This design comes from an exercise in tuning for small area, a short achievable clock period and few clock cycles per item on the open sky130 flow, not from production work.
RTL that was checked went through simulation tests only; none was proved equivalent to the original.
The RTL of runs 2, 5 and 6 was laid out without a check of its function.
Power is estimated from default activity; no workload was simulated.

**design/flow/config.mk**
```make
export PLATFORM = sky130hd
export DESIGN_NAME = region_average_color_core
export DESIGN_NICKNAME = region_average_color_core
export VERILOG_FILES = /design/flow/design.v
export SDC_FILE = /design/flow/constraint.sdc
export NUM_CORES = 4
export LEC_CHECK = 0
export CAP_MARGIN = 20
export CORE_MARGIN = 2
export CORE_UTILIZATION = 40
export CTS_CLUSTER_DIAMETER = 80
export CTS_CLUSTER_SIZE = 20
export SETUP_SLACK_MARGIN = 3.3
export SLEW_MARGIN = 20
```
**design/flow/constraint.sdc**
```tcl
create_clock -name core_clock -period 6.0 [get_ports {clk}]
set_input_delay 1.2000 -clock core_clock [delete_from_list [all_inputs] [get_ports {clk}]]
set_output_delay 1.2000 -clock core_clock [all_outputs]
set_load 0.01 [all_outputs]
```
**design/flow/design.v**
```verilog
package rac_pkg;
	localparam int COORD_W = 11;
	localparam int REG_W   = 12;
	localparam int EXT_W   = 11;
	localparam int COLOR_W = 8;
	localparam int SUM_W   = 30;
	localparam int CNT_W   = 23;
	localparam logic [1:0] REG_LEFT   = 2'd0;
	localparam logic [1:0] REG_TOP    = 2'd1;
	localparam logic [1:0] REG_WIDTH  = 2'd2;
	localparam logic [1:0] REG_HEIGHT = 2'd3;
endpackage
module rac_add #(
	parameter int W = 8
) (
	input  logic [W-1:0] a,
	input  logic [W-1:0] b,
	input  logic         cin,
	output logic [W-1:0] sum,
	output logic         cout
);
	localparam int L = $clog2(W);
	logic [W-1:0] p, g;
	logic [W-1:0] gg [L+1];
	logic [W-1:0] pp [L+1];
	always_comb begin
		p = a ^ b;
		g = a & b;
		gg[0] = g;
		pp[0] = p;
		gg[0][0] = g[0] | (p[0] & cin);
		for (int l = 0; l < L; l++) begin
			for (int i = 0; i < W; i++) begin
				if (((i >> l) & 1) == 1) begin
					gg[l+1][i] = gg[l][i] | (pp[l][i] & gg[l][((i >> l) << l) - 1]);
					pp[l+1][i] = pp[l][i] & pp[l][((i >> l) << l) - 1];
				end else begin
					gg[l+1][i] = gg[l][i];
					pp[l+1][i] = pp[l][i];
				end
			end
		end
		sum[0] = p[0] ^ cin;
		for (int i = 1; i < W; i++) begin
			sum[i] = p[i] ^ gg[L][i-1];
		end
		cout = gg[L][W-1];
	end
endmodule
module rac_inc #(
	parameter int W = 8
) (
	input  logic [W-1:0] a,
	input  logic         inc,
	output logic [W-1:0] sum
);
	localparam int L = $clog2(W);
	logic [W-1:0] pp [L+1];
	always_comb begin
		pp[0] = a;
		for (int l = 0; l < L; l++) begin
			for (int i = 0; i < W; i++) begin
				if (((i >> l) & 1) == 1) begin
					pp[l+1][i] = pp[l][i] & pp[l][((i >> l) << l) - 1];
				end else begin
					pp[l+1][i] = pp[l][i];
				end
			end
		end
		sum[0] = a[0] ^ inc;
		for (int i = 1; i < W; i++) begin
			sum[i] = a[i] ^ (inc & pp[L][i-1]);
		end
	end
endmodule
module rac_front (
	input  logic                        clk,
	input  logic                        arst_n,
	input  logic                        wr_lo,
	input  logic                        wr_ext,
	input  logic [rac_pkg::REG_W-1:0]   data,
	input  logic [rac_pkg::COORD_W-1:0] p,
	output logic [1:0]                  hit    
);
	logic [rac_pkg::COORD_W-1:0] lo_q;
	logic [rac_pkg::EXT_W-1:0]   ext_q;
	logic [rac_pkg::COORD_W:0]   hi_q;
	always_ff @(posedge clk or negedge arst_n) begin
		if (!arst_n) begin
			lo_q  <= '0;
			ext_q <= '0;
		end else begin
			if (wr_lo) begin
				lo_q <= data[rac_pkg::REG_W-1] ? '0 : data[rac_pkg::COORD_W-1:0];
			end
			if (wr_ext) begin
				ext_q <= data[rac_pkg::EXT_W-1:0];
			end
		end
	end
	always_ff @(posedge clk) begin
		hi_q <= {1'b0, lo_q} + {1'b0, ext_q};
	end
	assign hit[0] = p >= lo_q;
	assign hit[1] = {1'b0, p} <= hi_q;
endmodule
module rac_queue (
	input  logic                        clk,
	input  logic                        arst_n,
	input  logic                        take,
	input  logic [3:0]                  hit,
	input  logic [rac_pkg::COLOR_W-1:0] pixel_red,
	input  logic [rac_pkg::COLOR_W-1:0] pixel_green,
	input  logic [rac_pkg::COLOR_W-1:0] pixel_blue,
	input  logic                        last_pixel,
	output logic                        s_valid,
	output logic [3:0]                  s_hit,
	output logic [rac_pkg::COLOR_W-1:0] s_red,
	output logic [rac_pkg::COLOR_W-1:0] s_green,
	output logic [rac_pkg::COLOR_W-1:0] s_blue,
	output logic                        s_last
);
	always_ff @(posedge clk or negedge arst_n) begin
		if (!arst_n) begin
			s_valid <= 1'b0;
		end else begin
			s_valid <= take;
		end
	end
	always_ff @(posedge clk) begin
		s_hit   <= hit;
		s_red   <= pixel_red;
		s_green <= pixel_green;
		s_blue  <= pixel_blue;
		s_last  <= last_pixel;
	end
endmodule
module rac_accum (
	input  logic                        clk,
	input  logic                        clr,
	input  logic                        div,
	input  logic                        add,
	input  logic [rac_pkg::COLOR_W-1:0] color,
	input  logic [rac_pkg::SUM_W:0]     div_in,
	output logic [rac_pkg::SUM_W:0]     acc,
	output logic [rac_pkg::COLOR_W-1:0] mean
);
	localparam int SW = rac_pkg::SUM_W;
	localparam int MW = rac_pkg::COLOR_W;
	logic [SW:0] acc_q;
	logic        cy_q;
	logic [MW-1:0]    lo_sum;
	logic             lo_cy;
	logic [SW-MW-1:0] hi_sum;
	rac_add #(.W(MW)) u_lo (.a(acc_q[MW-1:0]), .b(color), .cin(1'b0), .sum(lo_sum), .cout(lo_cy));
	rac_inc #(.W(SW-MW)) u_hi (.a(acc_q[SW-1:MW]), .inc(cy_q), .sum(hi_sum));
	always_ff @(posedge clk) begin
		if (clr) begin
			acc_q <= '0;
			cy_q  <= 1'b0;
		end else if (div) begin
			acc_q <= div_in;
			cy_q  <= 1'b0;
		end else begin
			acc_q <= {1'b0, hi_sum, add ? lo_sum : acc_q[MW-1:0]};
			cy_q  <= add && lo_cy;
		end
	end
	assign acc  = acc_q;
	assign mean = acc_q[MW-1:0];
endmodule
module rac_step (
	input  logic [rac_pkg::SUM_W:0]   acc,
	input  logic                      sub,
	input  logic [rac_pkg::CNT_W-1:0] opnd,
	output logic [rac_pkg::SUM_W:0]   next
);
	localparam int SW = rac_pkg::SUM_W;
	localparam int CW = rac_pkg::CNT_W;
	localparam int LO = SW - CW;   
	logic [CW:0] rem;
	rac_add #(.W(CW+1)) u_add (
		.a    (acc[SW:LO]),
		.b    ({sub, opnd}),
		.cin  (sub),
		.sum  (rem),
		.cout ()
	);
	assign next = {rem[CW-1:0], acc[LO-1:0], !rem[CW]};
endmodule
module rac_div (
	input  logic       clk,
	input  logic       arst_n,
	input  logic       pixel_valid,
	input  logic       last_pixel,
	input  logic       cfg_wr_en,
	input  logic       s_valid,
	input  logic       s_last,
	input  logic       counted,
	input  logic       mean_ready,
	output logic       pixel_ready,
	output logic       take,
	output logic       clr,
	output logic       div,
	output logic       start,
	output logic       last,
	output logic       mean_valid,
	output logic       region_empty
);
	logic       open_q, open_n;
	logic       end_q;
	logic [4:0] step_q;
	assign take  = pixel_valid && pixel_ready;
	assign start = end_q && !region_empty;
	assign last  = step_q == '0;
	assign open_n = (open_q || clr || (mean_valid && mean_ready)) && !(take && last_pixel);
	always_ff @(posedge clk or negedge arst_n) begin
		if (!arst_n) begin
			pixel_ready <= 1'b0;
			open_q      <= 1'b0;
			clr         <= 1'b1;
			end_q       <= 1'b0;
			div         <= 1'b0;
			mean_valid  <= 1'b0;
		end else begin
			open_q      <= open_n;
			pixel_ready <= open_n && !cfg_wr_en;
			clr   <= mean_valid && mean_ready;
			end_q <= s_valid && s_last;
			if (start) begin
				div <= 1'b1;
			end else if (last) begin
				div <= 1'b0;
			end
			if (mean_valid && mean_ready) begin
				mean_valid <= 1'b0;
			end else if ((div && last) || (end_q && region_empty)) begin
				mean_valid <= 1'b1;
			end
		end
	end
	always_ff @(posedge clk) begin
		if (clr) begin
			region_empty <= 1'b1;
		end else if (counted) begin
			region_empty <= 1'b0;
		end
		if (div) begin
			step_q <= step_q - 1'b1;
		end else begin
			step_q <= 5'd23;
		end
	end
endmodule
module region_average_color_core (
	input  logic       clk,
	input  logic       arst_n,
	input  logic       cfg_wr_en,
	input  logic [1:0] cfg_index,
	input  logic [11:0] cfg_data,
	input  logic        pixel_valid,
	output logic        pixel_ready,
	input  logic [10:0] pixel_x,
	input  logic [10:0] pixel_y,
	input  logic [7:0]  pixel_blue,
	input  logic [7:0]  pixel_green,
	input  logic [7:0]  pixel_red,
	input  logic        last_pixel,
	output logic        mean_valid,
	input  logic        mean_ready,
	output logic [7:0]  mean_red,
	output logic [7:0]  mean_green,
	output logic [7:0]  mean_blue,
	output logic [22:0] inside_count,
	output logic        region_empty
);
	localparam int CW = rac_pkg::CNT_W;
	logic [1:0] in_x, in_y;
	rac_front u_fx (
		.clk    (clk),
		.arst_n (arst_n),
		.wr_lo  (cfg_wr_en && cfg_index == rac_pkg::REG_LEFT),
		.wr_ext (cfg_wr_en && cfg_index == rac_pkg::REG_WIDTH),
		.data   (cfg_data),
		.p      (pixel_x),
		.hit    (in_x)
	);
	rac_front u_fy (
		.clk    (clk),
		.arst_n (arst_n),
		.wr_lo  (cfg_wr_en && cfg_index == rac_pkg::REG_TOP),
		.wr_ext (cfg_wr_en && cfg_index == rac_pkg::REG_HEIGHT),
		.data   (cfg_data),
		.p      (pixel_y),
		.hit    (in_y)
	);
	logic        take, clr, div;
	logic        s_valid, s_last;
	logic [3:0]  s_hit;
	logic [7:0]  s_red, s_green, s_blue;
	rac_queue u_in (
		.clk         (clk),
		.arst_n      (arst_n),
		.take        (take),
		.hit         ({in_y, in_x}),
		.pixel_red   (pixel_red),
		.pixel_green (pixel_green),
		.pixel_blue  (pixel_blue),
		.last_pixel  (last_pixel),
		.s_valid     (s_valid),
		.s_hit       (s_hit),
		.s_red       (s_red),
		.s_green     (s_green),
		.s_blue      (s_blue),
		.s_last      (s_last)
	);
	localparam int SW = rac_pkg::SUM_W;
	logic [CW-1:0] tally_q, tally_next;
	logic          counted, start, last, sub_q, sub_n;
	logic [SW:0]   acc_r, acc_g, acc_b, step_b;
	assign counted = s_valid && (&s_hit) && !tally_q[CW-1];
	rac_inc #(.W(CW)) u_tally (.a(tally_q), .inc(counted), .sum(tally_next));
	assign sub_n = start || (div && !last && !acc_g[SW]);
	always_ff @(posedge clk) begin
		if (clr) begin
			tally_q <= '0;
		end else if (start || div) begin
			tally_q <= tally_q ^ {CW{sub_q ^ sub_n}};
		end else begin
			tally_q <= tally_next;
		end
		sub_q <= sub_n;
	end
	rac_step u_step (.acc(acc_b), .sub(sub_q), .opnd(tally_q), .next(step_b));
	rac_accum u_r (.clk(clk), .clr(clr), .div(div), .add(counted), .color(s_red),
		.div_in(step_b), .acc(acc_r), .mean(mean_red));
	rac_accum u_g (.clk(clk), .clr(clr), .div(div), .add(counted), .color(s_green),
		.div_in(acc_r), .acc(acc_g), .mean(mean_green));
	rac_accum u_b (.clk(clk), .clr(clr), .div(div), .add(counted), .color(s_blue),
		.div_in(acc_g), .acc(acc_b), .mean(mean_blue));
	rac_div u_ctl (
		.clk          (clk),
		.arst_n       (arst_n),
		.pixel_valid  (pixel_valid),
		.last_pixel   (last_pixel),
		.cfg_wr_en    (cfg_wr_en),
		.s_valid      (s_valid),
		.s_last       (s_last),
		.counted      (counted),
		.mean_ready   (mean_ready),
		.pixel_ready  (pixel_ready),
		.take         (take),
		.clr          (clr),
		.div          (div),
		.start        (start),
		.last         (last),
		.mean_valid   (mean_valid),
		.region_empty (region_empty)
	);
	assign inside_count = tally_q;
endmodule
```
**design/flow/flow/run.sh**
```bash
#!/bin/bash
# The standard layout (standard.sh, ORFS from synthesis to finish) with one
# change: the buffer placed on each input and output port is the plain
# sky130_fd_sc_hd__buf_1 instead of the delay cell buffer_ports picks by
# default. make's full output goes to standard.log; ORFS's per-step logs stay
# under orfs/logs/.
set -uo pipefail
export BUFFER_PORTS_ARGS="-buffer_cell sky130_fd_sc_hd__buf_1"
bash standard.sh > standard.log 2>&1
```
**design/flow/standard.sh**
```bash
#!/bin/bash
# synth_recipe.tcl (not shown) runs the flow's synth.tcl, then flattens the netlist and writes it again
# the make line also repeats each setting of config.mk as NAME=value (left out here)
make -C /OpenROAD-flow-scripts/flow DESIGN_CONFIG=/design/flow/config.mk WORK_HOME=/design/flow/orfs CLKGATE_MAP_FILE= SYNTH_SCRIPT=/design/flow/synth_recipe.tcl "${@:-finish}"
```
==> impl_metrics.yaml, run 1 <==
status:
  outcome: "complete, no violations"
sta:
  final.min_clock_period_ns: 2.588
  finalHoldViolCount: 0
  max-slew-margin-rel_pct: 53.60
  final_critical_path_setup_slack_ns: 3.412
  tns_ns: 0
  min_period_over_period_pct: 43.13
  fmax_ghz: 0.3864
  max_slew.worst_pin.slew_ns: 0.6939
  clock_skew_ns: 0.01430
  report.final.setup_viol: 0
  finalMaxSlewViolations: 0
  grt_setup_unrepaired: "no"
critical_path:
  timing.critical_path.fanout_max: 2
  cp_cell_sequence: "buf_1 -> inv_1 -> ha_1 -> nand2b_1 -> a21o_1 -> a21o_1 -> a21o_1 -> a21oi_1 -> o21ai_1 -> a221o_1"
  cp_common_cell: "a21o_1"
  endpoint_kind: "register"
  crit_slowest_cell: "a221o_1"
  critical_path.n_buffers_inverters: 2
  timing.critical_path.arrival_ns: 2.93
  worst-endpoint-required_ns: 6.34
  worst_path_dominant_cell_family: "compound AO/OA/AOI/OAI gates"
  worst_path_largest_cell_delay_ns: 0.39
  critical_path_class: "in -> reg"
  start_kind: "input port"
synth:
  synth_seq_area_share_pct: 37.98
  synth-edff-count: 0
  avgSynthCellArea_um2: 8.930
  synth_warnings: 15
  synth_cell_types: 73
  synth-main-ff-cell: "dfxtp_1"
  synthesis.area_um2: 12800
  synth-async-reset-ratio_pct: 22.17
  synth_cells: 1433
  synth_nets: 1629
  ys_ff_latch: 230
power_and_ir_drop:
  switchingPower_mw: 2.745
  sequentialPowerShare_pct: 40.2
  comb_power_share_pct: 42.7
  power_density_nw_per_um2: 472.1
  p_leak_nw: 5.999
  p_int_mw: 3.920
  vdd_drop_max_mv: 0.2477
  switching_share_pct: 41.18
  clk_pwr_share_pct: 17.1
placement:
  postPlaceCellArea_um2: 13390
  placement.setup.worst_slack_ns: 1.976
  placement.io_buffers: 115
  dp_cells: 1880
  gp_congestion: 0.7907
  final_hpwl_dp_mm: 21.20
route:
  initialDrtViolationCount: 523
  drc: 0
  detailedRoute.firstPassIterationCount: 5
  detail_route.wl_per_cell_um: 15.09
  detail-route-antenna-nets: 0
  dr_total_vias: 9804
  finalWirelength_mm: 28.91
  route.detailed.vias_per_inst: 5.117
floorplan:
  floorplan.die_area_um2: 33440
  io-pin-count: 116
  die_h_um: 182.9
  initial_core_util_pct: 40.56
  dieWidth_um: 182.9
  placement_rows: 65
  core_area_um2: 31560
cts:
  clkSlewWorstSetupHoldPaths_ns: 0.08
  ctsHtreeMaxLevel: 1
  clockBufferDepth: 3
  clk_latency_ns: 0.49
  numClockSinks: 230
  ctsHoldBuffers: 0
  cts_tree: "built"
  tritoncts.num_buffers: 17
  clk_root_buffer_cell: "clkbuf_16"
grt:
  antenna_found_initial: 4
  residual_overflow_from_global_routing: 0
  grt_first_pass_wirelength_mm: 47.91
  total_global_routing_track_utilization_pct: 17.40
  grt_max_degree: 110
  via_count_of_the_first_global_routing_pass: 9577
cells_and_area:
  area_growth_syn_to_layout_pct: 10.30
  final_net_count: 1698
  fillerInstances: 3144
  post-route-cell-area_um2: 14110
  post_layout_nonfiller_instances: 1916
  drive_gt1_share_pct: 6.883
flow_run:
  cap_violations: 0
worst_hold_path:
  timing.hold.worst.class: "reg -> reg"
worst paths after layout:
kind	startpoint	slack (ns)	cells after the start	endpoint
worst min-delay path	u_ctl.step_q[0]	0.41	1	u_ctl.step_q[0]
max in group asynchronous	arst_n	4.70	2	u_ctl.div
worst max-delay path	pixel_y[0]	3.41	10	u_in.s_hit[2]
worst min register to register	u_ctl.step_q[0]	0.41	1	u_ctl.step_q[0]
worst max register to register	u_b.acc_q[7]	3.45	11	u_r.acc_q[0]
min in group asynchronous	arst_n	0.81	2	u_fy.ext_q[9]
metrics by stage:
step,util (%),power (mW),hold slack (ns)
after global placement,42.44,5.372,0.3939
after global routing,44.71,7.282,0.4479
after floorplan,-,4.783,0.3795
final,44.73,6.664,0.4140
after detailed placement,42.44,5.444,0.3996
after CTS,44.41,6.671,0.4192
registers in the layout, summed over array words and instances, names as in the netlist, 4 cells and up:
name / flops
u_fy.hi_q: 12
u_r.acc_q: 31
u_fy.lo_q: 11
u_in.s_hit: 4
u_g.acc_q: 31
u_fx.lo_q: 11
u_in.s_blue: 8
u_b.acc_q: 31
u_fx.ext_q: 11
u_in.s_green: 8
u_fy.ext_q: 11
tally_q: 23
u_fx.hi_q: 12
u_ctl.step_q: 5
u_in.s_red: 8
metal layers:
| metal | vias up | global-route usage (%) | wire, um |
|---|---|---|---|
| li1 | 5017 | - | - |
| met1 | 4616 | 22.92 | 13350 |
| met2 | 141 | 30.02 | 13790 |
| met3 | 26 | 3.316 | 1366 |
| met4 | 4 | 3.136 | 372 |
| met5 | - | 0 | 25 |
cell families (layout without fill, tap and decap cells):
kind of cell	Yosys count	after routing	share of synthesized area [%]
XOR/XNOR	114	114	7.802
buffers and inverters	189	267	6.336
other	0	3	0
flip-flops	230	230	37.98
adder cells (fa/ha/maj)	130	130	13.65
AND/OR/NAND/NOR	443	443	16.76
AO/OA/AOI/OAI	291	291	14.44
multiplexers	36	36	3.031
synthesized netlist by cell type (all sizes together) (3+ instances only):
library cell	number	area (um^2)
a2111oi	7	67.56
a211oi	37	277.8
a21boi	9	67.56
a21o	18	135.1
a21oi	110	558.0
a221o	3	30.03
a221oi	8	76.32
and2	10	62.56
and3	13	82.58
and4	7	65.06
buf	33	225.2
clkbuf	41	153.9
dfrtp	50	1251
dfxtp	179	3583
fa	16	320.3
ha	114	1426
inv	114	427.9
mux2	22	247.7
mux2i	14	140.1
nand2	103	386.6
nand2b	19	118.9
nand3	31	172.7
nand3b	8	60.06
nand4	13	81.33
nor2	163	611.8
nor2b	20	125.1
nor3	25	136.4
nor4	6	58.80
o2111ai	3	26.28
o211ai	4	35.03
o21a	12	90.09
o21ai	62	317.8
o31ai	3	22.52
or2	6	37.54
or3	10	62.56
xnor2	78	683.2
xor2	36	315.3
final cells by class:
cell class | count | area (um^2) | share of cell area (%)
diodes | 3 | 7.507 | 0.05319
clock buffers | 21 | 460.4 | 3.262
clock inverters | 7 | 61.31 | 0.4344
inverters | 115 | 444.2 | 3.147
multi-input cells | 1014 | 7238 | 51.28
flip-flops and latches | 230 | 4880 | 34.57
well taps | 402 | 503.0 | 3.564
repair buffers | 124 | 520.5 | 3.688
repair_timing:
item,4_1_cts,5_1_grt
resized for setup,22,15
setup endpoints to repair,58,16
pin swaps,7,6
setup buffers,2,3
power by group through the flow:
stage	clock (mW)	combinational, mW	sequential, mW
floorplan	0	2.30	2.49
global placement	0	2.65	2.73
detailed placement	0	2.71	2.74
CTS	1.18	2.78	2.71
global route	1.24	3.27	2.77
finish	1.14	2.85	2.68
layout by cell type, fill, tap and decap left out, types with 19 or more instances in the layout:
master,instances
ha_1,114
inv_1,112
nor3_1,23
xor2_1,36
o21ai_0,55
nand2b_1,19
a211oi_1,36
dfrtp_1,49
dfxtp_1,176
nor2b_1,20
a21oi_1,105
nor2_1,163
mux2_2,22
xnor2_1,78
nand2_1,103
buf_1,114
nand3_1,28
Testbench counts, summed over its fixed seeds: cycles 226,409, pixels 216,409.
==> run 2, diff against run 1 <==
--- a/design/flow/design.v
+++ b/design/flow/design.v
@@ -101,8 +101,20 @@
 	always_ff @(posedge clk) begin
 		hi_q <= {1'b0, lo_q} + {1'b0, ext_q};
 	end
-	assign hit[0] = p >= lo_q;
-	assign hit[1] = {1'b0, p} <= hi_q;
+	rac_add #(.W(rac_pkg::COORD_W)) u_ge (
+		.a    (p),
+		.b    (~lo_q),
+		.cin  (1'b1),
+		.sum  (),
+		.cout (hit[0])
+	);
+	rac_add #(.W(rac_pkg::COORD_W+1)) u_le (
+		.a    (hi_q),
+		.b    (~{1'b0, p}),
+		.cin  (1'b1),
+		.sum  (),
+		.cout (hit[1])
+	);
 endmodule
 module rac_queue (
 	input  logic                        clk,
==> run 2 against run 1 <==
  * Sequential cell count did not move
  * Critical path depth grew 1
  * Global-route usage is 0.50 points higher
  * Power up 2.6%
  * Critical endpoint is now u_r.acc_q[27]
  * Setup slack worse by 0.043 ns
  * Sequential share of layout area grew 0.16 points
  * Register-to-register slack worse by 0.08 ns
  * Via count is 1.2% lower
  * Hold slack worse by 0.0032 ns
  * Sequential power barely moved
==> impl_metrics.yaml, run 2 <==
cells_and_area:
  layout_top_registers: "u_b.acc_q (31), u_g.acc_q (31), u_r.acc_q (31)"
  layout.cells.most_common: "dfxtp_1"
  most-common-layout-cells: "dfxtp_1 (176), nor2_1 (149), nand2_1 (115)"
  area_growth_syn_to_layout_pct: 10.61
  post-route-cell-area_um2: 14050
  final_net_count: 1670
  count_of_antenna_diodes_in_the_layout: 0
  drive_gt1_share_pct: 7.656
power_and_ir_drop:
  power_density_nw_per_um2: 486.5
  p_int_mw: 4.049
  sequentialPowerShare_pct: 39.7
  switchingPower_mw: 2.787
  design_power_total_mw: 6.836
  switching_share_pct: 40.77
  clk_pwr_share_pct: 18.3
  vdd_drop_max_mv: 0.2384
  p_leak_nw: 6.008
  comb_power_share_pct: 42.0
synth:
  synth-async-reset-ratio_pct: 22.17
  synth_warnings: 21
  synthesis.area_um2: 12700
  synth_seq_area_share_pct: 38.26
  avgSynthCellArea_um2: 9.022
  synth_cell_types: 72
  synth_cells: 1408
  netlist_top_cells_count: "dfxtp_1 (179), nor2_1 (149), nand2_1 (115)"
  most_used_standard_cell_by_instance_count_after_synthesis: "dfxtp_1"
  synth_area_leader_cell: "dfxtp_1"
  synth-main-ff-cell: "dfxtp_1"
  synth_largest_type_area_fraction_pct: 28.21
  synth-edff-count: 0
  synth_nets: 1599
  ys_ff_latch: 230
  synthTopCellsByArea: "dfxtp_1 (28%), ha_1 (11%), dfrtp_1 (9.8%), xnor2_1 (4.8%), nor2_1 (4.4%)"
critical_path:
  start_kind: "register"
  endpoint_kind: "register"
  worst-endpoint-required_ns: 6.41
  timing.critical_path.fanout_max: 3
  critical_path_class: "reg -> reg"
  timing.critical_path.arrival_ns: 3.04
sta:
  final.min_clock_period_ns: 2.631
  fmax_ghz: 0.3801
  clock_skew_ns: 0.02233
  min_period_over_period_pct: 43.85
  grt_setup_unrepaired: "yes"
  tns_ns: 0
  finalMaxSlewViolations: 0
  finalHoldViolCount: 0
  max_slew.worst_pin.slew_ns: 1.094
  max-slew-margin-rel_pct: 27.05
  fin_worst_hold_slack_ns: 0.4108
  report.final.setup_viol: 0
floorplan:
  placement_rows: 65
  initial_core_util_pct: 40.47
  dieWidth_um: 182.2
  io-pin-count: 116
  floorplan.die_area_um2: 33200
  core_area_um2: 31390
  die_h_um: 182.2
placement:
  gp_congestion: 0.8073
  placement.io_buffers: 115
  postPlaceCellArea_um2: 13270
  final_hpwl_dp_mm: 21.38
route:
  route.detailed.vias_per_inst: 5.125
  finalWirelength_mm: 29.56
  detail-route-antenna-nets: 0
  drc: 0
  initialDrtViolationCount: 543
  dr_total_vias: 9691
  detail_route.wl_per_cell_um: 15.63
  detailedRoute.firstPassIterationCount: 5
cts:
  clk_latency_ns: 0.49
  clk_root_buffer_cell: "clkbuf_16"
  ctsHoldBuffers: 0
  numClockSinks: 230
  ctsHtreeMaxLevel: 1
  clockBufferDepth: 3
  cts_tree: "built"
  tritoncts.num_buffers: 17
  clkSlewWorstSetupHoldPaths_ns: 0.08
grt:
  antenna_found_initial: 0
  grt_max_degree: 109
  residual_overflow_from_global_routing: 0
  grt_first_pass_wirelength_mm: 49.00
  via_count_of_the_first_global_routing_pass: 9482
  total_global_routing_track_utilization_pct: 17.89
status:
  outcome: "complete, no violations"
worst_hold_path:
  timing.hold.worst.class: "reg -> reg"
flow_run:
  cap_violations: 0
## run 2: changes by cell type after synthesis, sizes merged, moves of 9 or more
cell / change
nor2: -14
xor2: +15
nand2: +12
nor2b: -9
## run 2: repair_timing
action,in CTS,in global routing
resized for setup,9,31
cloned,1,0
hold endpoints to repair,0,0
buffers inserted,0,9
endpoints found under the setup margin,37,25
pin swaps,3,10
## run 2: routing by layer
layer | part of all wire, % | global-route usage [%] | vias up
met5 | 0 | 0 | -
met4 | 1.6 | 3.645 | 0
met3 | 3.8 | 2.375 | 30
met2 | 46 | 29.77 | 150
met1 | 48 | 24.95 | 4596
li1 | - | - | 4915
## run 2: power groups by stage
stage          Combinational, mW  Clock, mW  Sequential [mW]
2_1_floorplan               2.30          0             2.52
6_report                    2.87       1.25             2.71
3_3_place_gp                2.70          0             2.73
4_1_cts                     2.80       1.29             2.71
5_1_grt                     3.28       1.35             2.80
3_5_place_dp                2.76          0             2.74
## run 2: per-stage QoR
stage / utilization, % / setup slack (ns) / cells
after detailed placement: 42.27 / 3.065 / 1852
final: 44.76 / 3.369 / 1891
after floorplan: - / 3.451 / 1408
after global placement: 42.27 / 3.113 / 1852
after global routing: 44.76 / 3.268 / 1891
after CTS: 44.22 / 3.302 / 1882
## run 2: final timing paths
| check | to | startpoint | cells past startpoint | slack, ns |
|---|---|---|---|---|
| setup / recovery | u_r.acc_q[27] | sub_q | 11 | 3.37 |
| hold / removal | u_ctl.step_q[0] | u_ctl.step_q[0] | 1 | 0.41 |
| setup reg to reg | u_r.acc_q[27] | sub_q | 11 | 3.37 |
| hold reg to reg | u_ctl.step_q[0] | u_ctl.step_q[0] | 1 | 0.41 |
| max in group asynchronous | u_ctl.div | arst_n | 2 | 4.69 |
| min in group asynchronous | u_fx.ext_q[0] | arst_n | 2 | 0.79 |
## run 2: layout make-up
type,instances,area [um^2]
multi-input combinational,994,7141
tap,402,503.0
fill,3088,17340
timing repair buffer,128,530.5
clock inverter,6,100.1
clock buffer,23,479.2
sequential,230,4880
timing repair inverter,1,7.507
inverter,107,410.4
## run 2: critical path, cell delays in order, from the launching register on
cell and delay, ns:
dfxtp_4 0.37, inv_4 0.06, fa_2 0.19, inv_2 0.04, fa_2 0.41, a211oi_4 0.32
nor3_4 0.09, o21ai_4 0.21, a21boi_2 0.09, o31a_1 0.33, o21a_1 0.21, o32ai_2 0.22
## run 2: cells by family (layout without fill, tap and decap cells)
kind of cell,after synthesis,count (layout),synth area share (%)
XOR/XNOR,121,121,8.342
adder cells (fa/ha/maj),125,125,13.26
multiplexers,31,31,2.659
buffers and inverters,184,265,6.363
AND/OR/NAND/NOR,432,432,16.74
AO/OA/AOI/OAI,285,285,14.37
flip-flops,230,230,38.26
==> run 3, diff against run 2 <==
--- a/design/flow/design.v
+++ b/design/flow/design.v
@@ -120,13 +120,13 @@
 	input  logic                        clk,
 	input  logic                        arst_n,
 	input  logic                        take,
-	input  logic [3:0]                  hit,
+	input  logic                        hit,
 	input  logic [rac_pkg::COLOR_W-1:0] pixel_red,
 	input  logic [rac_pkg::COLOR_W-1:0] pixel_green,
 	input  logic [rac_pkg::COLOR_W-1:0] pixel_blue,
 	input  logic                        last_pixel,
 	output logic                        s_valid,
-	output logic [3:0]                  s_hit,
+	output logic                        s_hit,
 	output logic [rac_pkg::COLOR_W-1:0] s_red,
 	output logic [rac_pkg::COLOR_W-1:0] s_green,
 	output logic [rac_pkg::COLOR_W-1:0] s_blue,
@@ -135,12 +135,13 @@
 	always_ff @(posedge clk or negedge arst_n) begin
 		if (!arst_n) begin
 			s_valid <= 1'b0;
+			s_hit   <= 1'b0;
 		end else begin
 			s_valid <= take;
+			s_hit   <= take && hit;
 		end
 	end
 	always_ff @(posedge clk) begin
-		s_hit   <= hit;
 		s_red   <= pixel_red;
 		s_green <= pixel_green;
 		s_blue  <= pixel_blue;
@@ -307,14 +308,13 @@
 		.hit    (in_y)
 	);
 	logic        take, clr, div;
-	logic        s_valid, s_last;
-	logic [3:0]  s_hit;
+	logic        s_valid, s_hit, s_last;
 	logic [7:0]  s_red, s_green, s_blue;
 	rac_queue u_in (
 		.clk         (clk),
 		.arst_n      (arst_n),
 		.take        (take),
-		.hit         ({in_y, in_x}),
+		.hit         ((&in_x) && (&in_y)),
 		.pixel_red   (pixel_red),
 		.pixel_green (pixel_green),
 		.pixel_blue  (pixel_blue),
@@ -330,7 +330,7 @@
 	logic [CW-1:0] tally_q, tally_next;
 	logic          counted, start, last, sub_q, sub_n;
 	logic [SW:0]   acc_r, acc_g, acc_b, step_b;
-	assign counted = s_valid && (&s_hit) && !tally_q[CW-1];
+	assign counted = s_hit && !tally_q[CW-1];
 	rac_inc #(.W(CW)) u_tally (.a(tally_q), .inc(counted), .sum(tally_next));
 	assign sub_n = start || (div && !last && !acc_g[SW]);
 	always_ff @(posedge clk) begin
--- a/design/flow/config.mk
+++ b/design/flow/config.mk
@@ -10,5 +10,5 @@
 export CORE_UTILIZATION = 40
 export CTS_CLUSTER_DIAMETER = 80
 export CTS_CLUSTER_SIZE = 20
-export SETUP_SLACK_MARGIN = 3.3
+export SETUP_SLACK_MARGIN = 3.5
 export SLEW_MARGIN = 20
==> run 3 against run 2 <==
  * Hold slack hardly changed
  * Wire length fell by 2.7%
  * Final area grew 0.28%
  * Synthesized cell count down 2.7%
  * Utilization is 1.4 points higher
  * Power fell by 2.4%
  * Non-clock buffer count increased by 27
  * Final cell count is 0.48% lower
  * Register-to-register slack got worse by 0.12 ns
  * Sequential share of layout area is 0.50 points lower
  * Fmax is 4.4% lower
  * Combinational power about the same
==> impl_metrics.yaml, run 3 <==
power_and_ir_drop:
  vdd_drop_max_mv: 0.2296
  clk_pwr_share_pct: 17.6
  switchingPower_mw: 2.703
  switching_share_pct: 40.52
  design_power_total_mw: 6.670
  p_int_mw: 3.967
  comb_power_share_pct: 43.2
  power_density_nw_per_um2: 473.4
  sequentialPowerShare_pct: 39.2
  p_leak_nw: 6.116
synth:
  synth_cell_types: 69
  synth_cells: 1370
  synthesis.area_um2: 12340
  synthTopCellsByArea: "dfxtp_1 (28%), ha_1 (11%), dfrtp_1 (10%), xnor2_1 (5.5%), nor2_1 (4.5%)"
  ys_ff_latch: 227
  synth_largest_type_area_fraction_pct: 28.40
  synth_seq_area_share_pct: 38.96
  synth-edff-count: 0
  synth-main-ff-cell: "dfxtp_1"
  netlist_top_cells_count: "dfxtp_1 (175), nor2_1 (149), inv_1 (114)"
  synth_warnings: 21
  synth_nets: 1561
  avgSynthCellArea_um2: 9.005
  most_used_standard_cell_by_instance_count_after_synthesis: "dfxtp_1"
  synth-async-reset-ratio_pct: 22.91
  synth_area_leader_cell: "dfxtp_1"
sta:
  final.min_clock_period_ns: 2.753
  grt_setup_unrepaired: "yes"
  max_slew.worst_pin.slew_ns: 1.086
  finalMaxSlewViolations: 0
  clock_skew_ns: 0.02460
  report.final.setup_viol: 0
  fmax_ghz: 0.3633
  min_period_over_period_pct: 45.88
  tns_ns: 0
  max-slew-margin-rel_pct: 27.60
  finalHoldViolCount: 0
floorplan:
  floorplan.die_area_um2: 32260
  io-pin-count: 116
  die_h_um: 179.6
  core_area_um2: 30510
  dieWidth_um: 179.6
  placement_rows: 64
  initial_core_util_pct: 40.44
critical_path:
  endpoint_kind: "register"
  timing.reg2reg.worst_path_depth: 13
  timing.critical_path.arrival_ns: 3.20
  worst-endpoint-required_ns: 6.44
  start_kind: "register"
  timing.critical_path.fanout_max: 2
  critical_path_class: "reg -> reg"
cts:
  clk_root_buffer_cell: "clkbuf_16"
  ctsHoldBuffers: 0
  clockBufferDepth: 3
  numClockSinks: 227
  tritoncts.num_buffers: 17
  clk_latency_ns: 0.50
  cts_tree: "built"
  ctsHtreeMaxLevel: 1
  clkSlewWorstSetupHoldPaths_ns: 0.09
route:
  detailedRoute.firstPassIterationCount: 4
  route.detailed.vias_per_inst: 4.986
  dr_total_vias: 9384
  initialDrtViolationCount: 483
  finalWirelength_mm: 28.77
  detail_route.wl_per_cell_um: 15.29
  drc: 0
  detail-route-antenna-nets: 0
grt:
  total_global_routing_track_utilization_pct: 17.70
  grt_first_pass_wirelength_mm: 47.57
  antenna_found_initial: 4
  via_count_of_the_first_global_routing_pass: 9232
  grt_max_degree: 110
  residual_overflow_from_global_routing: 0
cells_and_area:
  area_growth_syn_to_layout_pct: 14.22
  layout_top_registers: "u_b.acc_q (31), u_g.acc_q (31), u_r.acc_q (31)"
  layout.cells.most_common: "dfxtp_1"
  most-common-layout-cells: "dfxtp_1 (169), nor2_1 (148), buf_1 (113)"
  postLayoutCoreUtil_pct: 46.19
  drive_gt1_share_pct: 11.06
  final_net_count: 1665
  post_layout_nonfiller_instances: 1882
worst_hold_path:
  worst_hold_path.num_cells: 1
  timing.hold.worst.class: "reg -> reg"
flow_run:
  cap_violations: 0
placement:
  gp_congestion: 0.7907
  dp_cells: 1812
  final_hpwl_dp_mm: 20.10
  placement.io_buffers: 115
status:
  outcome: "complete, no violations"
run 3: cell types whose count changed in the layout (fill, tap and decap cells not counted), sizes merged, moves of 5 or more:
cell / delta
a2111oi: -6
a211oi: +6
a21o: +5
and2: -6
and3: -6
buf: +26
inv: +5
nand2: -5
nand3b: -9
o21ai: +9
xnor2: +8
run 3: worst paths after layout:
| path | from | to | slack (ns) |
|---|---|---|---|
| max | tally_q[0] | u_r.acc_q[0] | 3.25 |
| min | u_ctl.step_q[0] | u_ctl.step_q[0] | 0.41 |
| max reg2reg | tally_q[0] | u_r.acc_q[0] | 3.25 |
| min reg2reg | u_ctl.step_q[0] | u_ctl.step_q[0] | 0.41 |
| max in group asynchronous | arst_n | u_ctl.div | 4.70 |
| min in group asynchronous | arst_n | u_fy.lo_q[2] | 0.80 |
run 3: timing repair:
item | CTS | global route
resized for setup | 39 | 45
buffers inserted | 22 | 14
hold endpoints to repair | 0 | 0
gates cloned | 3 | 0
endpoints found under the setup margin | 42 | 59
pin swaps | 20 | 22
run 3: critical path: stages (launching register included):
cell       delay [ns]
dfxtp_4          0.36
inv_2            0.05
fa_2             0.19
inv_2            0.04
fa_2             0.40
a211oi_4         0.28
nor3_4           0.07
o2111ai_2        0.25
a21oi_2          0.12
nor2_2           0.13
o211ai_1         0.10
buf_4            0.16
or4_1            0.46
nand3_1          0.09
run 3: cell type report:
cell class,count,area [um^2]
Inverter,115,447.9
Clock inverter,6,92.59
Timing Repair inverter,1,5.005
Fill cell,2956,16420
Clock buffer,22,444.2
Sequential cell,227,4823
Antenna cell,3,7.507
Tap cell,396,495.5
Multi-Input combinational cell,957,6977
Timing Repair Buffer,155,798.3
run 3: metrics by stage:
stage / hold slack (ns) / area, um^2 / worst slack [ns]
6_report: 0.4113 / 14090 / 3.247
5_1_grt: 0.4345 / 14080 / 3.124
4_1_cts: 0.4158 / 13810 / 3.235
3_5_place_dp: 0.3950 / 12960 / 2.610
3_3_place_gp: 0.3900 / 12960 / 2.686
2_1_floorplan: 0.3795 / 12370 / 3.421
run 3: cell families (layout without fill, tap and decap cells):
logic type,Yosys count,count (layout),synth area share [%]
other,0,3,0
muxes,28,28,2.535
and+or+nand+nor,395,396,15.52
DFF,227,227,38.96
xor gates and xnor gates,126,126,8.945
AOI/OAI and AO/OA,282,282,13.86
adders and majority gates,125,125,13.65
buffers and inverters,187,299,6.531
run 3: power groups by stage:
stage	combinational [mW]	sequential, mW	clock, mW
floorplan	2.11	2.45	0
global placement	2.48	2.67	0
detailed placement	2.53	2.67	0
CTS	2.77	2.61	1.22
global route	3.26	2.69	1.26
finish	2.88	2.61	1.18
run 3: routing by layer:
| layer | global-route usage (%) | up-vias | routed length [um] |
|---|---|---|---|
| met5 | 0 | - | 16 |
| met4 | 3.805 | 2 | 469 |
| met3 | 3.647 | 33 | 1432 |
| met2 | 31.16 | 125 | 14060 |
| met1 | 22.35 | 4409 | 12790 |
| li1 | - | 4815 | - |
Testbench counts of run 3, summed over its fixed seeds: cycles 226,409, pixels 216,409.
==> run 4, diff against run 3 <==
--- a/design/flow/config.mk
+++ b/design/flow/config.mk
@@ -10,5 +10,5 @@
 export CORE_UTILIZATION = 40
 export CTS_CLUSTER_DIAMETER = 80
 export CTS_CLUSTER_SIZE = 20
-export SETUP_SLACK_MARGIN = 3.5
+export SETUP_SLACK_MARGIN = 3.3
 export SLEW_MARGIN = 20
==> run 4 against run 3 <==
  * Wire length down 1.0%
  * Clock-buffer cell count up 1
  * Final cell count down 1.5%
  * Utilization down 1.4 points
  * Sequential power up 2%
  * Via count down 1.0%
  * First-iteration DRC count down 1.9%
  * Final area down 3.1%
  * Setup slack better by 0.13 ns
==> impl_metrics.yaml, run 4 <==
status:
  outcome: "complete, no violations"
grt:
  via_count_of_the_first_global_routing_pass: 9122
  antenna_found_initial: 5
  grt_max_degree: 110
  total_global_routing_track_utilization_pct: 17.25
  grt_first_pass_wirelength_mm: 46.35
  residual_overflow_from_global_routing: 0
critical_path:
  critical_path_class: "reg -> reg"
  worst_r2r_startpoint: "u_b.acc_q[7]"
  regToRegSetupSlack_ns: 3.37
  timing.critical_path.arrival_ns: 3.06
  worst_path_largest_cell_delay_ns: 0.48
  timing.critical_path.fanout_max: 4
  timing.reg2reg.worst_path_depth: 12
  cp_cell_sequence: "inv_2 -> fa_1 -> inv_1 -> fa_2 -> a211oi_4 -> nor3_4 -> o2111ai_2 -> a21oi_2 -> nor2_2 -> o211ai_1 -> or4_1 -> nand3_1"
  critical_path.n_buffers_inverters: 2
  endpoint_kind: "register"
  crit_slowest_cell: "or4_1"
  worst-endpoint-required_ns: 6.44
  worst_path_dominant_cell_family: "simple AND/OR/NAND/NOR gates"
  critical_path.reg2reg.endpoint: "u_r.acc_q[0]"
  total_number_of_cells_along_the_worst_setup_path: 12
  start_kind: "register"
sta:
  report.final.setup_viol: 0
  finalMaxSlewViolations: 0
  tns_ns: 0
  max-slew-margin-rel_pct: 28.48
  finalHoldViolCount: 0
  fin_worst_hold_slack_ns: 0.4175
  min_period_over_period_pct: 43.76
  clock_skew_ns: 0.03100
  max_slew.worst_pin.slew_ns: 1.073
  fmax_ghz: 0.3808
  grt_setup_unrepaired: "yes"
  final_critical_path_setup_slack_ns: 3.374
  final.min_clock_period_ns: 2.626
synth:
  synth_nets: 1561
  synth_seq_area_share_pct: 38.96
  synth-main-ff-cell: "dfxtp_1"
  synthTopCellsByArea: "dfxtp_1 (28%), ha_1 (11%), dfrtp_1 (10%), xnor2_1 (5.5%), nor2_1 (4.5%)"
  synth_cells: 1370
  synth_warnings: 21
  synth_cell_types: 69
  synth_area_leader_cell: "dfxtp_1"
  ys_ff_latch: 227
  synth-async-reset-ratio_pct: 22.91
  most_used_standard_cell_by_instance_count_after_synthesis: "dfxtp_1"
  netlist_top_cells_count: "dfxtp_1 (175), nor2_1 (149), inv_1 (114)"
  synthesis.area_um2: 12340
  synth-edff-count: 0
  avgSynthCellArea_um2: 9.005
  synth_largest_type_area_fraction_pct: 28.40
placement:
  placement.io_buffers: 115
  gp_congestion: 0.7793
  dp_cells: 1812
  postPlaceCellArea_um2: 12920
  placement.setup.worst_slack_ns: 2.920
  final_hpwl_dp_mm: 20.68
worst_hold_path:
  timing.hold.worst.start: "u_ctl.step_q[0]"
  min_to: "u_ctl.step_q[0]"
  timing.hold.worst.class: "reg -> reg"
  worst_hold_path.num_cells: 1
cts:
  clockBufferDepth: 3
  cts_tree: "built"
  ctsHtreeMaxLevel: 1
  numClockSinks: 227
  tritoncts.num_buffers: 16
  clk_root_buffer_cell: "clkbuf_16"
  clk_latency_ns: 0.51
  clkSlewWorstSetupHoldPaths_ns: 0.09
cells_and_area:
  layout.cells.most_common: "dfxtp_1"
  drive_gt1_share_pct: 6.809
  post-route-cell-area_um2: 13650
  postLayoutCoreUtil_pct: 44.75
  area_growth_syn_to_layout_pct: 10.68
  total_area_of_multi_input_combinational_cells_um2: 6812
  most-common-layout-cells: "dfxtp_1 (171), nor2_1 (148), buf_1 (114)"
  final_net_count: 1636
  register_area_um2: 4821
  post_layout_nonfiller_instances: 1854
  fillerInstances: 3004
  layout_top_registers: "u_b.acc_q (31), u_g.acc_q (31), u_r.acc_q (31)"
power_and_ir_drop:
  design_power_total_mw: 6.463
  vdd_drop_max_mv: 0.2048
  comb_power_share_pct: 41.0
  sequentialPowerShare_pct: 41.0
  power_density_nw_per_um2: 473.3
  clk_pwr_share_pct: 18.0
  switching_share_pct: 40.51
  switchingPower_mw: 2.618
  p_leak_nw: 5.929
  p_int_mw: 3.845
route:
  detail-route-antenna-nets: 0
  route.detailed.vias_per_inst: 5.010
  drc: 0
  initialDrtViolationCount: 474
  finalWirelength_mm: 28.48
  detailedRoute.firstPassIterationCount: 4
  dr_total_vias: 9288
  detail_route.wl_per_cell_um: 15.36
floorplan:
  initial_core_util_pct: 40.44
  die_h_um: 179.6
  dieWidth_um: 179.6
  core_area_um2: 30510
  floorplan.die_area_um2: 32260
  io-pin-count: 116
  placement_rows: 64
flow_run:
  cap_violations: 0
-- run 4: cell counts after synthesis --
Identical to the previous run, type by type.
-- run 4: cell type report --
type                            count  share of cell area [%]
Sequential cell                   227                   35.31
Inverter                          115                   3.161
Tap cell                          396                   3.629
Antenna cell                        4                 0.07331
Clock inverter                      4                  0.4582
Clock buffer                       23                   3.427
Multi-Input combinational cell    957                   49.89
Timing Repair Buffer              128                   4.059
-- run 4: kinds of logic (layout without fill, tap and decap cells) --
| logic type | count (synthesis) | count (layout) | share of synthesized area (%) |
|---|---|---|---|
| AO/OA/AOI/OAI | 282 | 282 | 13.86 |
| adder cells (fa/ha/maj) | 125 | 125 | 13.65 |
| XOR/XNOR | 126 | 126 | 8.945 |
| other | 0 | 4 | 0 |
| AND/OR/NAND/NOR | 395 | 396 | 15.52 |
| buffers and inverters | 187 | 270 | 6.531 |
| multiplexers | 28 | 28 | 2.535 |
| flip-flops | 227 | 227 | 38.96 |
-- run 4: timing repair --
action | CTS | global route
resized for setup | 16 | 18
pin swaps | 5 | 9
buffers inserted | 2 | 8
setup endpoints to repair | 30 | 24
gates cloned | 0 | 1
hold buffers | 0 | 0
-- run 4: worst max-delay path by stage --
| stage | startpoint | slack, ns | to |
|---|---|---|---|
| 3_5_place_dp | u_ctl.step_q[0] | 2.92 | tally_q[12] |
| 4_1_cts | u_ctl.step_q[0] | 3.31 | tally_q[12] |
| 5_1_grt | u_fx.lo_q[0] | 3.24 | u_fx.hi_q[10] |
| 6_report | u_b.acc_q[7] | 3.37 | u_r.acc_q[0] |
| 3_3_place_gp | pixel_x[1] | 3.00 | u_in.s_hit |
| 2_1_floorplan | tally_q[0] | 3.37 | u_r.acc_q[0] |
-- run 4: metal layers --
layer  part of all wire, %  GRT usage [%]
met3                   4.3          3.505
met4                   2.5          4.585
met1                    44          21.81
met5                 0.091              0
met2                    49          29.95
-- run 4: worst reg2reg max path: stages, from the launching register on --
cell,delay (ns)
dfxtp_2,0.35
inv_2,0.07
fa_1,0.17
inv_1,0.06
fa_2,0.39
a211oi_4,0.30
nor3_4,0.09
o2111ai_2,0.24
a21oi_2,0.10
nor2_2,0.11
o211ai_1,0.10
or4_1,0.48
nand3_1,0.09
-- run 4: power groups by stage --
| stage | Combinational [mW] | Clock, mW | Sequential, mW |
|---|---|---|---|
| global placement | 2.46 | 0 | 2.68 |
| CTS | 2.57 | 1.20 | 2.67 |
| finish | 2.65 | 1.17 | 2.65 |
| floorplan | 2.11 | 0 | 2.45 |
| detailed placement | 2.52 | 0 | 2.69 |
| global route | 3.02 | 1.24 | 2.73 |
==> run 5, diff against run 4 <==
--- a/design/flow/design.v
+++ b/design/flow/design.v
@@ -82,9 +82,9 @@
 	input  logic [rac_pkg::COORD_W-1:0] p,
 	output logic [1:0]                  hit    
 );
+	localparam int W = rac_pkg::COORD_W + 1;
 	logic [rac_pkg::COORD_W-1:0] lo_q;
 	logic [rac_pkg::EXT_W-1:0]   ext_q;
-	logic [rac_pkg::COORD_W:0]   hi_q;
 	always_ff @(posedge clk or negedge arst_n) begin
 		if (!arst_n) begin
 			lo_q  <= '0;
@@ -98,9 +98,6 @@
 			end
 		end
 	end
-	always_ff @(posedge clk) begin
-		hi_q <= {1'b0, lo_q} + {1'b0, ext_q};
-	end
 	rac_add #(.W(rac_pkg::COORD_W)) u_ge (
 		.a    (p),
 		.b    (~lo_q),
@@ -108,13 +105,22 @@
 		.sum  (),
 		.cout (hit[0])
 	);
-	rac_add #(.W(rac_pkg::COORD_W+1)) u_le (
-		.a    (hi_q),
-		.b    (~{1'b0, p}),
-		.cin  (1'b1),
+	logic [W-1:0] a, b, c, sv, cv, mj;
+	logic         cy;
+	assign a  = {1'b0, lo_q};
+	assign b  = {1'b0, ext_q};
+	assign c  = ~{1'b0, p};
+	assign sv = a ^ b ^ c;
+	assign mj = (a & b) | (a & c) | (b & c);
+	assign cv = {mj[W-2:0], 1'b1};
+	rac_add #(.W(W)) u_le (
+		.a    (sv),
+		.b    (cv),
+		.cin  (1'b0),
 		.sum  (),
-		.cout (hit[1])
+		.cout (cy)
 	);
+	assign hit[1] = cy ^ mj[W-1];
 endmodule
 module rac_queue (
 	input  logic                        clk,
@@ -206,7 +212,6 @@
 	input  logic       arst_n,
 	input  logic       pixel_valid,
 	input  logic       last_pixel,
-	input  logic       cfg_wr_en,
 	input  logic       s_valid,
 	input  logic       s_last,
 	input  logic       counted,
@@ -237,7 +242,7 @@
 			mean_valid  <= 1'b0;
 		end else begin
 			open_q      <= open_n;
-			pixel_ready <= open_n && !cfg_wr_en;
+			pixel_ready <= open_n;
 			clr   <= mean_valid && mean_ready;
 			end_q <= s_valid && s_last;
 			if (start) begin
@@ -355,7 +360,6 @@
 		.arst_n       (arst_n),
 		.pixel_valid  (pixel_valid),
 		.last_pixel   (last_pixel),
-		.cfg_wr_en    (cfg_wr_en),
 		.s_valid      (s_valid),
 		.s_last       (s_last),
 		.counted      (counted),
==> run 5 against run 4 <==
  * Global-route usage up 0.060 points
  * Combinational power barely moved
  * Sequential cell count down 25
  * Area after synthesis is 4.1% lower
  * Critical endpoint is now u_in.s_hit
  * Final area decreased by 4.0%
  * Utilization is 0.56 points higher
  * Hold slack lost 0.0088 ns
  * Still clean on timing, DRC and antenna
==> impl_metrics.yaml, run 5 <==
status:
  outcome: "complete, no violations"
synth:
  synth-async-reset-ratio_pct: 25.25
  synth_cells: 1297
  most_used_standard_cell_by_instance_count_after_synthesis: "dfxtp_1"
  synthTopCellsByArea: "dfxtp_1 (26%), ha_1 (11%), dfrtp_1 (11%), fa_1 (6.1%), xnor2_1 (4.9%)"
  avgSynthCellArea_um2: 9.125
  synth-edff-count: 0
  synth_largest_type_area_fraction_pct: 25.54
  synthesis.area_um2: 11840
  synth_area_leader_cell: "dfxtp_1"
  synth_nets: 1507
  synth_warnings: 21
  synth_seq_area_share_pct: 36.34
  netlist_top_cells_count: "dfxtp_1 (151), nor2_1 (148), inv_1 (130)"
  ys_ff_latch: 202
  synth-main-ff-cell: "dfxtp_1"
  synth_cell_types: 70
critical_path:
  critical_path_class: "in -> reg"
  start_kind: "input port"
  worst-endpoint-required_ns: 6.36
  critical_path.reg2reg.endpoint: "u_r.acc_q[0]"
  timing.critical_path.from: "pixel_y[1]"
  worst_r2r_startpoint: "sub_q"
  crit_slowest_cell: "fa_1"
  regToRegSetupSlack_ns: 3.30
  timing.critical_path.arrival_ns: 3.19
  timing.critical_path.fanout_max: 2
  cp_cell_sequence: "buf_8 -> fa_1 -> inv_1 -> ha_1 -> nor2b_1 -> o21a_1 -> o21a_1 -> o21ai_1 -> a21oi_1 -> o2111ai_1 -> nand2_1 -> o2111a_1"
  endpoint_kind: "register"
  timing.reg2reg.worst_path_depth: 13
  worst_path_largest_cell_delay_ns: 0.50
  cp_common_cell: "o21a_1"
floorplan:
  floorplan.die_area_um2: 30980
  placement_rows: 62
  io-pin-count: 116
  die_h_um: 176.0
  dieWidth_um: 176.0
  initial_core_util_pct: 40.90
  core_area_um2: 28940
sta:
  clock_skew_ns: 0.03218
  max_slew.worst_pin.slew_ns: 1.042
  final.min_clock_period_ns: 2.825
  tns_ns: 0
  max-slew-margin-rel_pct: 30.53
  report.final.setup_viol: 0
  min_period_over_period_pct: 47.09
  fmax_ghz: 0.3539
  grt_setup_unrepaired: "yes"
  fin_worst_hold_slack_ns: 0.4087
  finalMaxSlewViolations: 0
  finalHoldViolCount: 0
route:
  detailedRoute.firstPassIterationCount: 4
  route.detailed.vias_per_inst: 5.000
  dr_total_vias: 8840
  finalWirelength_mm: 26.51
  initialDrtViolationCount: 365
  detail-route-antenna-nets: 0
  drc: 0
  detail_route.wl_per_cell_um: 14.99
cells_and_area:
  final_net_count: 1586
  fillerInstances: 2873
  most-common-layout-cells: "dfxtp_1 (148), nor2_1 (147), inv_1 (126)"
  drive_gt1_share_pct: 8.032
  layout.cells.most_common: "dfxtp_1"
  area_growth_syn_to_layout_pct: 10.78
  layout_top_registers: "u_b.acc_q (31), u_g.acc_q (31), u_r.acc_q (31)"
  post-route-cell-area_um2: 13110
cts:
  cts_tree: "built"
  clockBufferDepth: 3
  clk_latency_ns: 0.49
  numClockSinks: 202
  ctsHoldBuffers: 0
  ctsHtreeMaxLevel: 1
  clkSlewWorstSetupHoldPaths_ns: 0.09
  tritoncts.num_buffers: 14
  clk_root_buffer_cell: "clkbuf_16"
worst_hold_path:
  timing.hold.worst.class: "reg -> reg"
  min_to: "u_ctl.step_q[0]"
  timing.hold.worst.start: "u_ctl.step_q[0]"
  worst_hold_path.num_cells: 1
placement:
  final_hpwl_dp_mm: 19.33
  gp_congestion: 0.7803
  placement.io_buffers: 115
  postPlaceCellArea_um2: 12400
power_and_ir_drop:
  p_leak_nw: 5.716
  power_density_nw_per_um2: 460.1
  vdd_drop_max_mv: 0.1658
flow_run:
  cap_violations: 0
grt:
  total_global_routing_track_utilization_pct: 17.31
  antenna_found_initial: 4
  grt_first_pass_wirelength_mm: 44.26
  residual_overflow_from_global_routing: 0
  grt_max_degree: 104
  via_count_of_the_first_global_routing_pass: 8949
## run 5: how the worst max path moves through the flow
stage | end | slack, ns | cells past startpoint
floorplan | u_in.s_hit | 2.92 | 11
finish | u_in.s_hit | 3.17 | 12
global route | u_in.s_hit | 3.07 | 12
detailed placement | u_in.s_hit | 2.47 | 12
global placement | u_in.s_hit | 2.50 | 12
CTS | u_in.s_hit | 3.15 | 12
## run 5: cell families (layout without fill, tap and decap cells)
group	after synthesis	after routing	synth area share [%]
AND/OR/NAND/NOR	368	368	15.36
AO/OA/AOI/OAI	247	247	12.90
flip-flops	202	202	36.34
buffers and inverters	201	286	7.369
adder cells (fa/ha/maj)	144	144	17.51
XOR/XNOR	107	107	7.918
multiplexers	28	28	2.611
other	0	2	0
## run 5: area by class of cell
| cell class | instances | area, um^2 | area share [%] |
|---|---|---|---|
| Tap cell | 384 | 480.5 | 3.664 |
| Antenna cell | 2 | 5.005 | 0.03817 |
| Inverter | 132 | 500.5 | 3.817 |
| Clock buffer | 19 | 390.4 | 2.977 |
| Multi-Input combinational cell | 894 | 6773 | 51.66 |
| Timing Repair Buffer | 132 | 599.3 | 4.571 |
| Clock inverter | 3 | 46.29 | 0.3531 |
| Sequential cell | 202 | 4317 | 32.92 |
## run 5: per-stage QoR
step	utilization (%)	cells	power, mW	setup slack (ns)
after detailed placement	42.86	1730	4.928	2.468
after global placement	42.86	1730	4.872	2.500
after global routing	45.30	1766	6.571	3.073
final	45.31	1768	6.033	3.175
after floorplan	-	1297	4.298	2.917
after CTS	44.99	1763	6.051	3.152
## run 5: layer usage
layer / vias to the layer above / wire, um / track usage, %
met3: 33 / 1367 / 3.467
li1: 4466 / - / -
met4: 4 / 508 / 3.891
met1: 4201 / 11620 / 22.01
met2: 136 / 12990 / 30.36
met5: - / 25 / 0
## run 5: power breakdown
group | switching (mW) | total, mW | internal, mW
clock network | 0.485 | 0.992 | 0.506
registers | 0.603 | 2.41 | 1.80
logic | 1.45 | 2.63 | 1.18
## run 5: worst max-delay path, delay by kind of cell
kind,cells,cell delay (ns)
AO/OA/AOI/OAI,6,0.87
buffers and inverters,2,0.14
AND/OR/NAND/NOR,2,0.22
adder cells (fa/ha/maj),2,0.76
## run 5: repair_timing
action | 4_1_cts | 5_1_grt
setup endpoints to repair | 59 | 14
hold endpoints to repair | 0 | 0
pin swaps | 20 | 15
buffers inserted | 11 | 3
gates resized for setup | 30 | 20
==> run 6, diff against run 5 <==
--- a/design/flow/design.v
+++ b/design/flow/design.v
@@ -126,13 +126,13 @@
 	input  logic                        clk,
 	input  logic                        arst_n,
 	input  logic                        take,
-	input  logic                        hit,
+	input  logic [3:0]                  hit,
 	input  logic [rac_pkg::COLOR_W-1:0] pixel_red,
 	input  logic [rac_pkg::COLOR_W-1:0] pixel_green,
 	input  logic [rac_pkg::COLOR_W-1:0] pixel_blue,
 	input  logic                        last_pixel,
 	output logic                        s_valid,
-	output logic                        s_hit,
+	output logic [3:0]                  s_hit,
 	output logic [rac_pkg::COLOR_W-1:0] s_red,
 	output logic [rac_pkg::COLOR_W-1:0] s_green,
 	output logic [rac_pkg::COLOR_W-1:0] s_blue,
@@ -144,7 +144,7 @@
 			s_hit   <= 1'b0;
 		end else begin
 			s_valid <= take;
-			s_hit   <= take && hit;
+			s_hit   <= hit & {4{take}};
 		end
 	end
 	always_ff @(posedge clk) begin
@@ -313,13 +313,14 @@
 		.hit    (in_y)
 	);
 	logic        take, clr, div;
-	logic        s_valid, s_hit, s_last;
+	logic        s_valid, s_last;
+	logic [3:0]  s_hit;
 	logic [7:0]  s_red, s_green, s_blue;
 	rac_queue u_in (
 		.clk         (clk),
 		.arst_n      (arst_n),
 		.take        (take),
-		.hit         ((&in_x) && (&in_y)),
+		.hit         ({in_y, in_x}),
 		.pixel_red   (pixel_red),
 		.pixel_green (pixel_green),
 		.pixel_blue  (pixel_blue),
@@ -335,7 +336,7 @@
 	logic [CW-1:0] tally_q, tally_next;
 	logic          counted, start, last, sub_q, sub_n;
 	logic [SW:0]   acc_r, acc_g, acc_b, step_b;
-	assign counted = s_hit && !tally_q[CW-1];
+	assign counted = (&s_hit) && !tally_q[CW-1];
 	rac_inc #(.W(CW)) u_tally (.a(tally_q), .inc(counted), .sum(tally_next));
 	assign sub_n = start || (div && !last && !acc_g[SW]);
 	always_ff @(posedge clk) begin
==> run 6 against run 5 <==
  * Wire length decreased by 1.2%
  * Clock-buffer cell count unchanged
  * Register-to-register slack about the same
  * Critical path depth unchanged
  * Via count increased by 1.4%
  * Clock skew increased by 0.0088 ns
  * Setup slack got worse by 0.040 ns
  * Final area increased by 2.6%
  * Largest cell class unchanged
  * Fmax decreased by 1.4%
==> impl_metrics.yaml, run 6 <==
status:
  outcome: "complete, no violations"
synth:
  synth_area_leader_cell: "dfxtp_1"
  synthesis.area_um2: 12020
  ys_ff_latch: 205
  synth-async-reset-ratio_pct: 26.34
  synth_largest_type_area_fraction_pct: 25.15
  synth-edff-count: 0
  synth_seq_area_share_pct: 36.40
  avgSynthCellArea_um2: 8.910
  synth_cell_types: 60
  most_used_standard_cell_by_instance_count_after_synthesis: "dfxtp_1"
  synthTopCellsByArea: "dfxtp_1 (25%), ha_1 (11%), dfrtp_1 (11%), fa_1 (6.0%), inv_1 (4.6%)"
  netlist_top_cells_count: "dfxtp_1 (151), inv_1 (146), nor2_1 (140)"
  synth-main-ff-cell: "dfxtp_1"
  synth_nets: 1559
  synth_cells: 1349
  synth_warnings: 21
worst_hold_path:
  min_to: "u_g.acc_q[30]"
  timing.hold.worst.start: "u_r.acc_q[30]"
  worst_hold_path.num_cells: 1
  timing.hold.worst.class: "reg -> reg"
route:
  detail_route.wl_per_cell_um: 14.31
  route.detailed.vias_per_inst: 4.898
  drc: 0
  detail-route-antenna-nets: 0
  initialDrtViolationCount: 465
  dr_total_vias: 8964
  finalWirelength_mm: 26.18
  detailedRoute.firstPassIterationCount: 4
grt:
  antenna_found_initial: 5
  grt_first_pass_wirelength_mm: 43.15
  total_global_routing_track_utilization_pct: 16.63
  via_count_of_the_first_global_routing_pass: 8567
  residual_overflow_from_global_routing: 0
  grt_max_degree: 70
cells_and_area:
  drive_gt1_share_pct: 8.287
  final_net_count: 1636
  fillerInstances: 2978
  post-route-cell-area_um2: 13460
  postLayoutCoreUtil_pct: 45.40
  area_growth_syn_to_layout_pct: 11.96
  post_layout_nonfiller_instances: 1830
  layout.cells.most_common: "dfxtp_1"
  layout_top_registers: "u_b.acc_q (31), u_g.acc_q (31), u_r.acc_q (31)"
  most-common-layout-cells: "dfxtp_1 (147), inv_1 (140), nor2_1 (140)"
sta:
  max-slew-margin-rel_pct: 49.80
  finalHoldViolCount: 0
  fmax_ghz: 0.3490
  tns_ns: 0
  max_slew.worst_pin.slew_ns: 0.7529
  finalMaxSlewViolations: 0
  clock_skew_ns: 0.04094
  report.final.setup_viol: 0
  min_period_over_period_pct: 47.76
  grt_setup_unrepaired: "yes"
  final.min_clock_period_ns: 2.866
floorplan:
  die_h_um: 177.3
  io-pin-count: 116
  core_area_um2: 29640
  initial_core_util_pct: 40.55
  dieWidth_um: 177.3
  placement_rows: 63
  floorplan.die_area_um2: 31450
critical_path:
  timing.critical_path.arrival_ns: 3.22
  start_kind: "input port"
  worst-endpoint-required_ns: 6.35
  cp_cell_sequence: "buf_8 -> fa_1 -> inv_1 -> ha_1 -> nor2b_1 -> o21a_1 -> o21a_1 -> o21a_1 -> o21a_1 -> o21ai_2 -> a21o_1 -> a21oi_1"
  timing.critical_path.fanout_max: 2
  critical_path_class: "in -> reg"
  regToRegSetupSlack_ns: 3.31
  crit_slowest_cell: "fa_1"
  timing.reg2reg.worst_path_depth: 12
  worst_r2r_startpoint: "u_b.acc_q[7]"
  total_number_of_cells_along_the_worst_setup_path: 12
  cp_common_cell: "o21a_1"
  worst_path_largest_cell_delay_ns: 0.52
  critical_path.n_buffers_inverters: 2
  worst_path_dominant_cell_family: "compound AO/OA/AOI/OAI gates"
  critical_path.reg2reg.endpoint: "u_r.acc_q[29]"
  endpoint_kind: "register"
cts:
  clk_root_buffer_cell: "clkbuf_16"
  cts_tree: "built"
  tritoncts.num_buffers: 17
  clk_latency_ns: 0.51
  numClockSinks: 205
  clockBufferDepth: 3
  ctsHtreeMaxLevel: 1
  clkSlewWorstSetupHoldPaths_ns: 0.09
power_and_ir_drop:
  design_power_total_mw: 3.003
  vdd_drop_max_mv: 0.2356
  p_leak_nw: 5.817
  power_density_nw_per_um2: 223.1
placement:
  gp_congestion: 0.7690
  placement.io_buffers: 115
  postPlaceCellArea_um2: 12610
  dp_cells: 1785
  final_hpwl_dp_mm: 19.02
flow_run:
  cap_violations: 0
run 6: final cells by class:
class | count | area (um^2) | area share [%]
Timing Repair Buffer | 132 | 595.6 | 4.426
Antenna cell | 4 | 10.01 | 0.07438
Tap cell | 390 | 488.0 | 3.626
Sequential cell | 205 | 4393 | 32.65
Clock buffer | 19 | 432.9 | 3.217
Inverter | 147 | 554.3 | 4.119
Multi-Input combinational cell | 923 | 6855 | 50.94
Clock inverter | 10 | 127.6 | 0.9484
run 6: routing by layer:
layer	vias to the layer above	share of wire [%]	global-route usage [%]	wire, um
met1	4216	46	22.12	12070
met5	-	0.061	0	16
met4	2	2.0	3.825	528
li1	4585	-	-	-
met2	132	47	27.79	12290
met3	29	4.9	3.385	1278
run 6: worst max-delay path by stage:
stage | start | to | slack (ns)
after floorplan | pixel_y[1] | u_in.s_hit[3] | 2.86
after CTS | pixel_y[1] | u_in.s_hit[3] | 3.12
final | pixel_y[1] | u_in.s_hit[3] | 3.13
after detailed placement | pixel_x[1] | u_in.s_hit[1] | 2.60
after global placement | pixel_y[1] | u_in.s_hit[3] | 2.60
after global routing | pixel_y[1] | u_in.s_hit[3] | 3.03
run 6: kinds of logic (layout without fill, tap and decap cells):
family	after synthesis	count (layout)	share of synthesized area, %
simple gates	394	394	15.64
flops	205	205	36.40
other cells	0	4	0
buf+inv	221	308	7.724
mux	29	29	2.644
xor+xnor	103	103	7.506
fa+ha+maj	144	144	17.24
compound gates	253	253	12.85
run 6: what timing repair did:
item | 4_1_cts | 5_1_grt
gates resized for setup | 19 | 37
setup endpoints to repair | 33 | 26
hold buffers | 0 | 0
buffers inserted | 3 | 9
pin swaps | 8 | 24
run 6: power breakdown:
part / switching (mW) / internal, mW / leakage, nW / total, mW
sequential: 0.0405 / 1.42 / 1.91 / 1.46
clock: 0.573 / 0.593 / 0.274 / 1.17
combinational: 0.192 / 0.184 / 3.63 / 0.376
total: 0.806 / 2.20 / 5.82 / 3.00
run 6: metrics by stage:
| stage | hold slack [ns] | setup WS [ns] |
|---|---|---|
| after floorplan | 0.3795 | 2.860 |
| after global placement | 0.3927 | 2.595 |
| after detailed placement | 0.4030 | 2.604 |
| after CTS | 0.4205 | 3.122 |
| after global routing | 0.4373 | 3.031 |
| final | 0.4069 | 3.134 |

-- what the ideal ports hide --
Ports are ideal in the flow. The routed layouts listed here were re-timed in OpenROAD. Step 1 assumes that a clkbuf_16 drives the clock port and a buf_2 every other input. Step 2 moves the port delays by t, midway between the first and last clock arrival at a register: inputs arrive t later, outputs are due t later. That takes back most of the time a late clock gives input paths. Three values: ideal, step 1, step 2; two values: the first two.
| run | t, ns | slack for setup (ns) | pins driven straight from the clock port |
|---|---|---|---|
| run 1 | 0.536 | 3.412 / 3.439 / 2.903 | 1 |
| run 2 | 0.538 | 3.369 / 3.369 / 3.037 | 1 |
| run 3 | 0.535 | 3.247 / 3.247 / 3.081 | 1 |
| run 4 | 0.536 | 3.374 / 3.374 / 3.035 | 1 |
| run 5 | 0.518 | 3.175 / 3.180 / 2.663 | 1 |
| run 6 | 0.540 | 3.134 / 3.147 / 2.606 | 1 |
After both steps setup and hold are still met in every run listed. For run 6, which loses most, drivers alone change the setup slack by +0.013 ns; drivers and shift together by -0.528 ns.
